Background: an optimization exercise with open tools, aiming at small area and a short achievable clock period. Do not read the settings as production practice. The RTL was checked by simulation tests, not by an equivalence proof against the original design. No activity file was given, so power comes from the tool's default toggle rates.

### flow/design.v
package jt1942_obj_pkg;
    localparam int         OBJ_AW     = 8;
    localparam int         OBJ_DW     = 4;
    localparam logic [3:0] OBJ_TRANSP = 4'hf;
    typedef enum logic {
        CLR = 1'b0,
        RUN = 1'b1
    } obj_state_t;
endpackage
module jt1942_objpxl_ram
#(
    parameter int AW = jt1942_obj_pkg::OBJ_AW,
    parameter int DW = jt1942_obj_pkg::OBJ_DW
) (
    input  logic          clk,
    input  logic          a_en,
    input  logic          a_we,
    input  logic [AW-1:0] a_addr,
    input  logic [DW-1:0] a_din,
    output logic [DW-1:0] a_dout,
    input  logic          b_we,
    input  logic [AW-1:0] b_addr,
    input  logic [DW-1:0] b_din
);
    logic [DW-1:0] mem [0:(2**AW)-1];
    always_ff @(posedge clk) begin
        if (a_en) begin
            a_dout <= mem[a_addr];
            if (a_we) mem[a_addr] <= a_din;
        end
        if (b_we) mem[b_addr] <= b_din;
    end
endmodule
module jt1942_objpxl_buf
#(
    parameter int            AW     = jt1942_obj_pkg::OBJ_AW,
    parameter int            DW     = jt1942_obj_pkg::OBJ_DW,
    parameter logic [DW-1:0] TRANSP = jt1942_obj_pkg::OBJ_TRANSP
) (
    input  logic          clk,
    input  logic          rst,
    input  logic          cen6,
    input  logic          flip,
    input  logic [8:0]    H,
    input  logic          HINIT,
    input  logic          LHBL,
    input  logic [8:0]    posx,
    input  logic [DW-1:0] new_pxl,
    output logic          busy,
    output logic [DW-1:0] obj_pxl
);
    jt1942_obj_pkg::obj_state_t    state, state_nxt;
    logic [AW-1:0] clr_a;
    logic          wsel;
    logic          rbank;
    logic          rd_ok;
    logic [AW-1:0] rd_a;
    logic [AW-1:0] wr_a;
    logic          wr_ok;
    logic          run_cen;
    logic          unused_h8;
    logic          a_en   [2];
    logic          a_we   [2];
    logic [AW-1:0] a_addr [2];
    logic [DW-1:0] a_din  [2];
    logic [DW-1:0] a_dout [2];
    logic          b_we   [2];
    logic [AW-1:0] b_addr [2];
    logic [DW-1:0] b_din  [2];
    assign rd_a      = H[AW-1:0] ^ {AW{flip}};
    assign wr_a      = posx[AW-1:0];
    assign wr_ok     = !posx[8] && (new_pxl != TRANSP);
    assign run_cen   = (state == jt1942_obj_pkg::RUN) && cen6;
    assign unused_h8 = H[8];
    always_ff @(posedge clk or negedge rst) begin
        if (!rst) state <= jt1942_obj_pkg::CLR;
        else      state <= state_nxt;
    end
    always_comb begin
        state_nxt = state;
        if (state == jt1942_obj_pkg::CLR && clr_a == '1) state_nxt = jt1942_obj_pkg::RUN;
    end
    always_comb begin
        busy = (state == jt1942_obj_pkg::CLR);
    end
    always_ff @(posedge clk or negedge rst) begin
        if (!rst)              clr_a <= '0;
        else if (state == jt1942_obj_pkg::CLR) clr_a <= clr_a + 1'b1;
    end
    always_ff @(posedge clk or negedge rst) begin
        if (!rst) begin
            wsel  <= 1'b0;
            rbank <= 1'b0;
            rd_ok <= 1'b0;
        end else if (run_cen) begin
            rbank <= ~wsel;
            rd_ok <= LHBL;
            if (HINIT) wsel <= ~wsel;
        end
    end
    logic          pend_req;
    logic          pend_bank;
    logic [AW-1:0] pend_a;
    logic [DW-1:0] pend_d;
    logic          fwd;
    logic          commit;
    assign commit = pend_req && cen6 && !(fwd || a_dout[pend_bank] != TRANSP);
    always_ff @(posedge clk or negedge rst) begin
        if (!rst) begin
            pend_req  <= 1'b0;
            pend_bank <= 1'b0;
            pend_a    <= '0;
            pend_d    <= TRANSP;
            fwd       <= 1'b0;
        end else if (run_cen) begin
            pend_req  <= wr_ok;
            pend_bank <= wsel;
            pend_a    <= wr_a;
            pend_d    <= new_pxl;
            fwd       <= commit && pend_a == wr_a && pend_bank == wsel;
        end
    end
    always_comb begin
        for (int k = 0; k < 2; k++) begin
            a_en[k]   = 1'b0;
            a_we[k]   = 1'b0;
            a_addr[k] = rd_a;
            a_din[k]  = TRANSP;
            b_we[k]   = 1'b0;
            b_addr[k] = wr_a;
            b_din[k]  = new_pxl;
            if (state == jt1942_obj_pkg::CLR) begin
                a_en[k]   = 1'b1;
                a_we[k]   = 1'b1;
                a_addr[k] = clr_a;
            end else if (wsel != 1'(k)) begin
                a_en[k] = cen6;
                a_we[k] = cen6;
            end else begin
                a_en[k]   = cen6;
                a_addr[k] = wr_a;
            end
            b_we[k]   = commit && (pend_bank == 1'(k));
            b_addr[k] = pend_a;
            b_din[k]  = pend_d;
        end
    end
    assign obj_pxl = rd_ok ? a_dout[rbank] : TRANSP;
    for (genvar g = 0; g < 2; g++) begin : g_bank
        jt1942_objpxl_ram #(.AW(AW), .DW(DW)) u_ram (
            .clk    (clk),
            .a_en   (a_en[g]),
            .a_we   (a_we[g]),
            .a_addr (a_addr[g]),
            .a_din  (a_din[g]),
            .a_dout (a_dout[g]),
            .b_we   (b_we[g]),
            .b_addr (b_addr[g]),
            .b_din  (b_din[g])
        );
    end
endmodule
### flow/config.mk
export PLATFORM = sky130hd
export DESIGN_NAME = jt1942_objpxl_buf
export DESIGN_NICKNAME = jt1942_objpxl_buf
export VERILOG_FILES = /design/flow/design.v
export SDC_FILE = /design/flow/constraint.sdc
export NUM_CORES = 4
export LEC_CHECK = 0
export CAP_MARGIN = 20
export CELL_PAD_IN_SITES_DETAIL_PLACEMENT = 1
export CELL_PAD_IN_SITES_GLOBAL_PLACEMENT = 2
export CORE_MARGIN = 2
export CORE_UTILIZATION = 35
export PLACE_DENSITY = 0.45
export SLEW_MARGIN = 20
### flow/constraint.sdc
create_clock -name core_clock -period 5.5 [get_ports {clk}]
set_input_delay 1.1000 -clock core_clock [delete_from_list [all_inputs] [get_ports {clk}]]
set_output_delay 1.1000 -clock core_clock [all_outputs]
set_load 0.01 [all_outputs]
### flow/run.sh
#!/bin/bash
# synth_recipe.tcl (not shown) runs the flow's synth.tcl, then flattens the netlist and writes it again
# the make line also repeats each setting of config.mk as NAME=value (left out here)
make -C /OpenROAD-flow-scripts/flow DESIGN_CONFIG=/design/flow/config.mk WORK_HOME=/design/flow/orfs CLKGATE_MAP_FILE= SYNTH_SCRIPT=/design/flow/synth_recipe.tcl finish
==> summary.txt <==
Status
  • Status: complete, no violations

Synth
  • Synthesized cell area: a little under 100,000 um2
  • Compound-Gate Fraction of Synth Area: between 10% and 20%
  • Leading area contributor after synthesis: edfxtp_1
  • Post-Synth XOR/XNOR Area: 0.281%
  • Syn avg cell area: 10.4 um2
  • Synthesis-stage register bit count: 2,083
  • Number of synthesized flops with an enable pin: 2,056
  • Area contributors post-synth: edfxtp_1 63%, nand2_1 14%, o22ai_1 3.9%, mux2i_1 3.4%, clkbuf_1 2.4%
  • Gate Count Post-Synth: roughly 9,500
  • Main combinational cell family by area after synthesis: simple AND/OR/NAND/NOR gates
  • Post-synth top area share: a little over three fifths
  • Mux share of post-synthesis cell area: 3.96%
  • Simple-gate portion of the synthesized area: roughly 18%
  • Async SR Flop Fraction: approximately 1.3%
  • Yosys Warn Count: 17
  • Post-synthesis sequential area ratio: 63.2%
  • Count of cell types in the netlist: 76
  • Syn Nets: 9,509
  • Ys flop type: edfxtp_1
  • Synth Area in Adders: less than 1%

Min path
  • Hold Crit Class: input pin to async pin

STA
  • Fin. Hold Viols: 0
  • Minimum clock period: 5280 ps
  • Worst Max-Slew Pin Slew: approximately 1300 ps
  • RSZ-0062 raised after global routing: no
  • Setup Viol. Count Final: 0
  • Period Utilization, post-route: 95.9%
  • Clock Skew: 34.1 ps
  • Fmax: 190 MHz
  • Setup WS post-layout: 224 ps
  • Slew HR: a little over 10%
  • Slew Viols, Final: 0

Pwr
  • Leakage: 39.7 nW
  • Gate power share: 0.5%
  • Int Pwr: 0.0270 W
  • Switching power: around 0.0074 W
  • Clock Power Share: between 40% and 50%
  • Switch share: 21.5%
  • Worst VDD drop: between 0.2 and 0.25 mV
  • Sequential power share: approximately half
  • Pwr Density: between 200 and 300 nW/um2

Layout
  • Fill cell count: 30,400
  • Share of layout cells above drive strength 1: between 10% and 20%
  • Non-Filler Instances: roughly 14,000
  • Synthesis-to-layout area growth: 20.2%
  • Storage cell area: around 62,000 um2
  • Net count, final: between 9,000 and 10,000
  • Multi-input logic area: around 33,000 um2

GRT
  • First-pass GRT wire length: 788,000 um
  • Largest net degree at the start of global routing: between 60 and 70
  • Vias in the first global route: between 80,000 and 90,000
  • Initial antenna violation count: 74
  • Global-route usage over all layers: between 40% and 50%
  • GR Overflow Total: 0

Drt
  • DR WL/cell: between 40 and 50 um
  • Vias per std cell: 6.47
  • Via count: slightly below 90,000
  • Drt drc: 0
  • Post-route ant nets: 0
  • Total length of routed wires: around 600,000 um
  • Initial DRC Count: between 10,000 and 15,000
  • DR pass1 iterations: 6

Worst setup path
  • Critical Path RT: 6090 ps
  • Crit Path Max Fanout: 61
  • Crit. End Element: register
  • Startpoint class of the critical path: register
  • Critical path class: register to register
  • Worst EP arrival: ~6000 ps

Place
  • Port buffer count: 31
  • Setup WS pre-CTS: -291 ps
  • GP Congestion: around 1
  • # placed instances: roughly 13,000
  • DP HPWL: roughly 390,000 um

Floorplanning
  • Die height: 535 um
  • Initial Util: between 30% and 40%
  • Core area: between 200,000 and 300,000 um2
  • Die ar.: 286,000 um2
  • Die width: roughly 540 um
  • # rows: around 200
  • I/O Pins: 33

Clocking
  • Clock latency on the worst-skew pair: between 900 and 1000 ps
  • CTS resizes: 0
  • CTS clk-pin slew, worst paths: around 60 ps
  • TritonCTS clock tree: done
  • CTS buffer count: approximately 260
  • Sink Count: 2,083
  • Post-CTS Hold Buffers: 0
  • # H-tree levels: 5
  • Post-CTS setup buffer count: 0
  • Clock buffer depth: 4
  • CTS Root Cell: clkbuf_16

Flow run
  • Max Cap Viol: 0
-- Yosys cell counts, types with 7 or more instances --
cell and n:
a21oi_1 391, edfxtp_1 2056, and3_1 73, buf_1 49
nand3_1 431, buf_6 7, nor2b_1 19, nor4_1 34
a311oi_1 20, a22oi_1 112, xor2_1 12, a211o_1 9
a2111oi_0 11, o211ai_1 18, a31oi_1 95, a32oi_1 50
xnor2_1 11, nor3_1 55, mux2_2 42, nand2_1 3579
a221o_1 20, a211oi_1 59, o21ai_0 46, nor2_1 197
a221oi_1 28, clkbuf_1 619, nand4_1 53, buf_4 23
buf_2 261, o22ai_1 613, mux2i_1 332, dfrtp_1 23
-- power groups by stage --
stage	registers, W	clock network [W]	logic, W
6_report	0.0172	0.0171	0.000162
5_1_grt	0.0172	0.0177	0.000161
4_1_cts	0.0172	0.0172	0.000158
3_5_place_dp	0.0175	0	0.000158
3_3_place_gp	0.0175	0	0.000158
2_1_floorplan	0.0175	0	0.0000504
-- layer usage --
layer | track usage, % | share of wire [%] | up-vias
met4 | 19.5 | 5.5 | 14
met2 | 59.5 | 42 | 6335
met3 | 9.64 | 12 | 1309
li1 | - | - | 34800
met5 | 0 | 0.015 | -
met1 | 57.6 | 41 | 47000
-- per-stage QoR --
step	power, W	hold WS (ps)	util [%]	TNS, ps	area [um2]
6_report	0.0344	321	42.2	0	119000
5_1_grt	0.0350	348	42.1	0	119000
4_1_cts	0.0345	287	42.1	0	119000
3_5_place_dp	0.0177	486	39.3	-716	111000
3_3_place_gp	0.0177	489	39.2	-916	110000
2_1_floorplan	0.0176	434	-	0	98700
-- layout by cell type, fill, tap and decap left out, types with 8 or more instances in the layout --
cell             count
nand2_1           3569
edfxtp_1          2056
buf_4              877
o22ai_1            613
nand3_1            425
a21oi_1            391
mux2i_1            332
clkbuf_16          275
buf_12             155
a22oi_1            112
nor2_4             107
a31oi_1             95
nor2_1              90
and3_1              73
clkbuf_1            71
a211oi_1            59
clkinv_1            57
nor3_1              53
nand4_1             53
a32oi_1             50
o21ai_0             46
mux2_2              42
nor4_1              33
diode_2             30
clkdlybuf4s50_1     29
clkinv_2            27
a221oi_1            26
dfrtp_1             21
a311oi_1            20
o211ai_1            18
a221o_1             17
nor2b_1             16
bufinv_16           13
xor2_1              12
a2111oi_0           10
xnor2_1             10
nand2_4              9
a221oi_4             8
-- cells by family after synthesis --
logic type	count (synthesis)
buffers and inverters	963
multiplexers	379
AND/OR/NAND/NOR	4476
AO/OA/AOI/OAI	1551
adder cells (fa/ha/maj)	1
XOR/XNOR	27
flip-flops	2083
-- cell type report --
cell class	count	share of cell area, %
clock inverter	107	0.726
clock buffer	350	6.07
sequential	2083	52.6
antenna	30	0.0632
multi-input combinational	6434	28.1
inverter	4	0.0126
tap	3743	3.95
timing repair buffer	1066	8.48
-- worst max-delay path, cell delays in order, from the launching register on --
cell      delay [ps]
dfrtp_2          390
buf_12           380
and2_2           610
buf_4            320
a221o_2          210
buf_12           220
nor2_4           100
a22oi_1          210
a21oi_1          340
buf_4            260
or4_1            520
nor4_1          1020
o311ai_1         290
-- state kept, by name, summed over array words and instances (netlist names) --
register	count
fwd	1
clr_a	8
rd_ok	1
g_bank.u_ram.mem	2048
wsel	1
pend_req	1
pend_a	8
pend_bank	1
rbank	1
g_bank.u_ram.a_dout	8
pend_d	4
state	1
-- path summary, 6_finish.rpt --
check	start	to	slack, ps	cells after the start
min in group core_clock	clr_a[7]	clr_a[7]	500	1
max in group asynchronous	rst	clr_a[0]	4440	1
max	state	g_bank[1].u_ram.a_dout[0]	220	12
min	rst	rd_ok	320	1
min reg2reg	clr_a[7]	clr_a[7]	500	1
max reg2reg	state	g_bank[1].u_ram.a_dout[0]	220	12

afterwards: timing with drivers on the ports:
The flow's constraints put no driver on any port. The routed layout listed below was extracted and timed again, unchanged, in two steps. Step 1 assumes that a clkbuf_16 drives the clock port and a buf_2 every other input. Step 2, shift: input delay + t, output delay - t, t = (earliest + latest rising clock arrival at the registers) / 2. This alone moves slack from input paths to output paths. Slacks: no drivers / after step 1 / after step 2; pairs: no drivers / after step 1.
t (ns): 1.010
setup WS [ns]: 0.224 / 0.224 / -0.633
latest minus earliest clock arrival (ns): 0.035 / 0.035
worst register clock-pin slew, ns: 0.07 / 0.07
worst data-port slew with drivers (ns): 0.26
Met with ideal ports but missed after step 2: setup timing in this run. For this run, drivers alone change the setup slack by 0.000 ns; drivers and shift together by -0.857 ns.
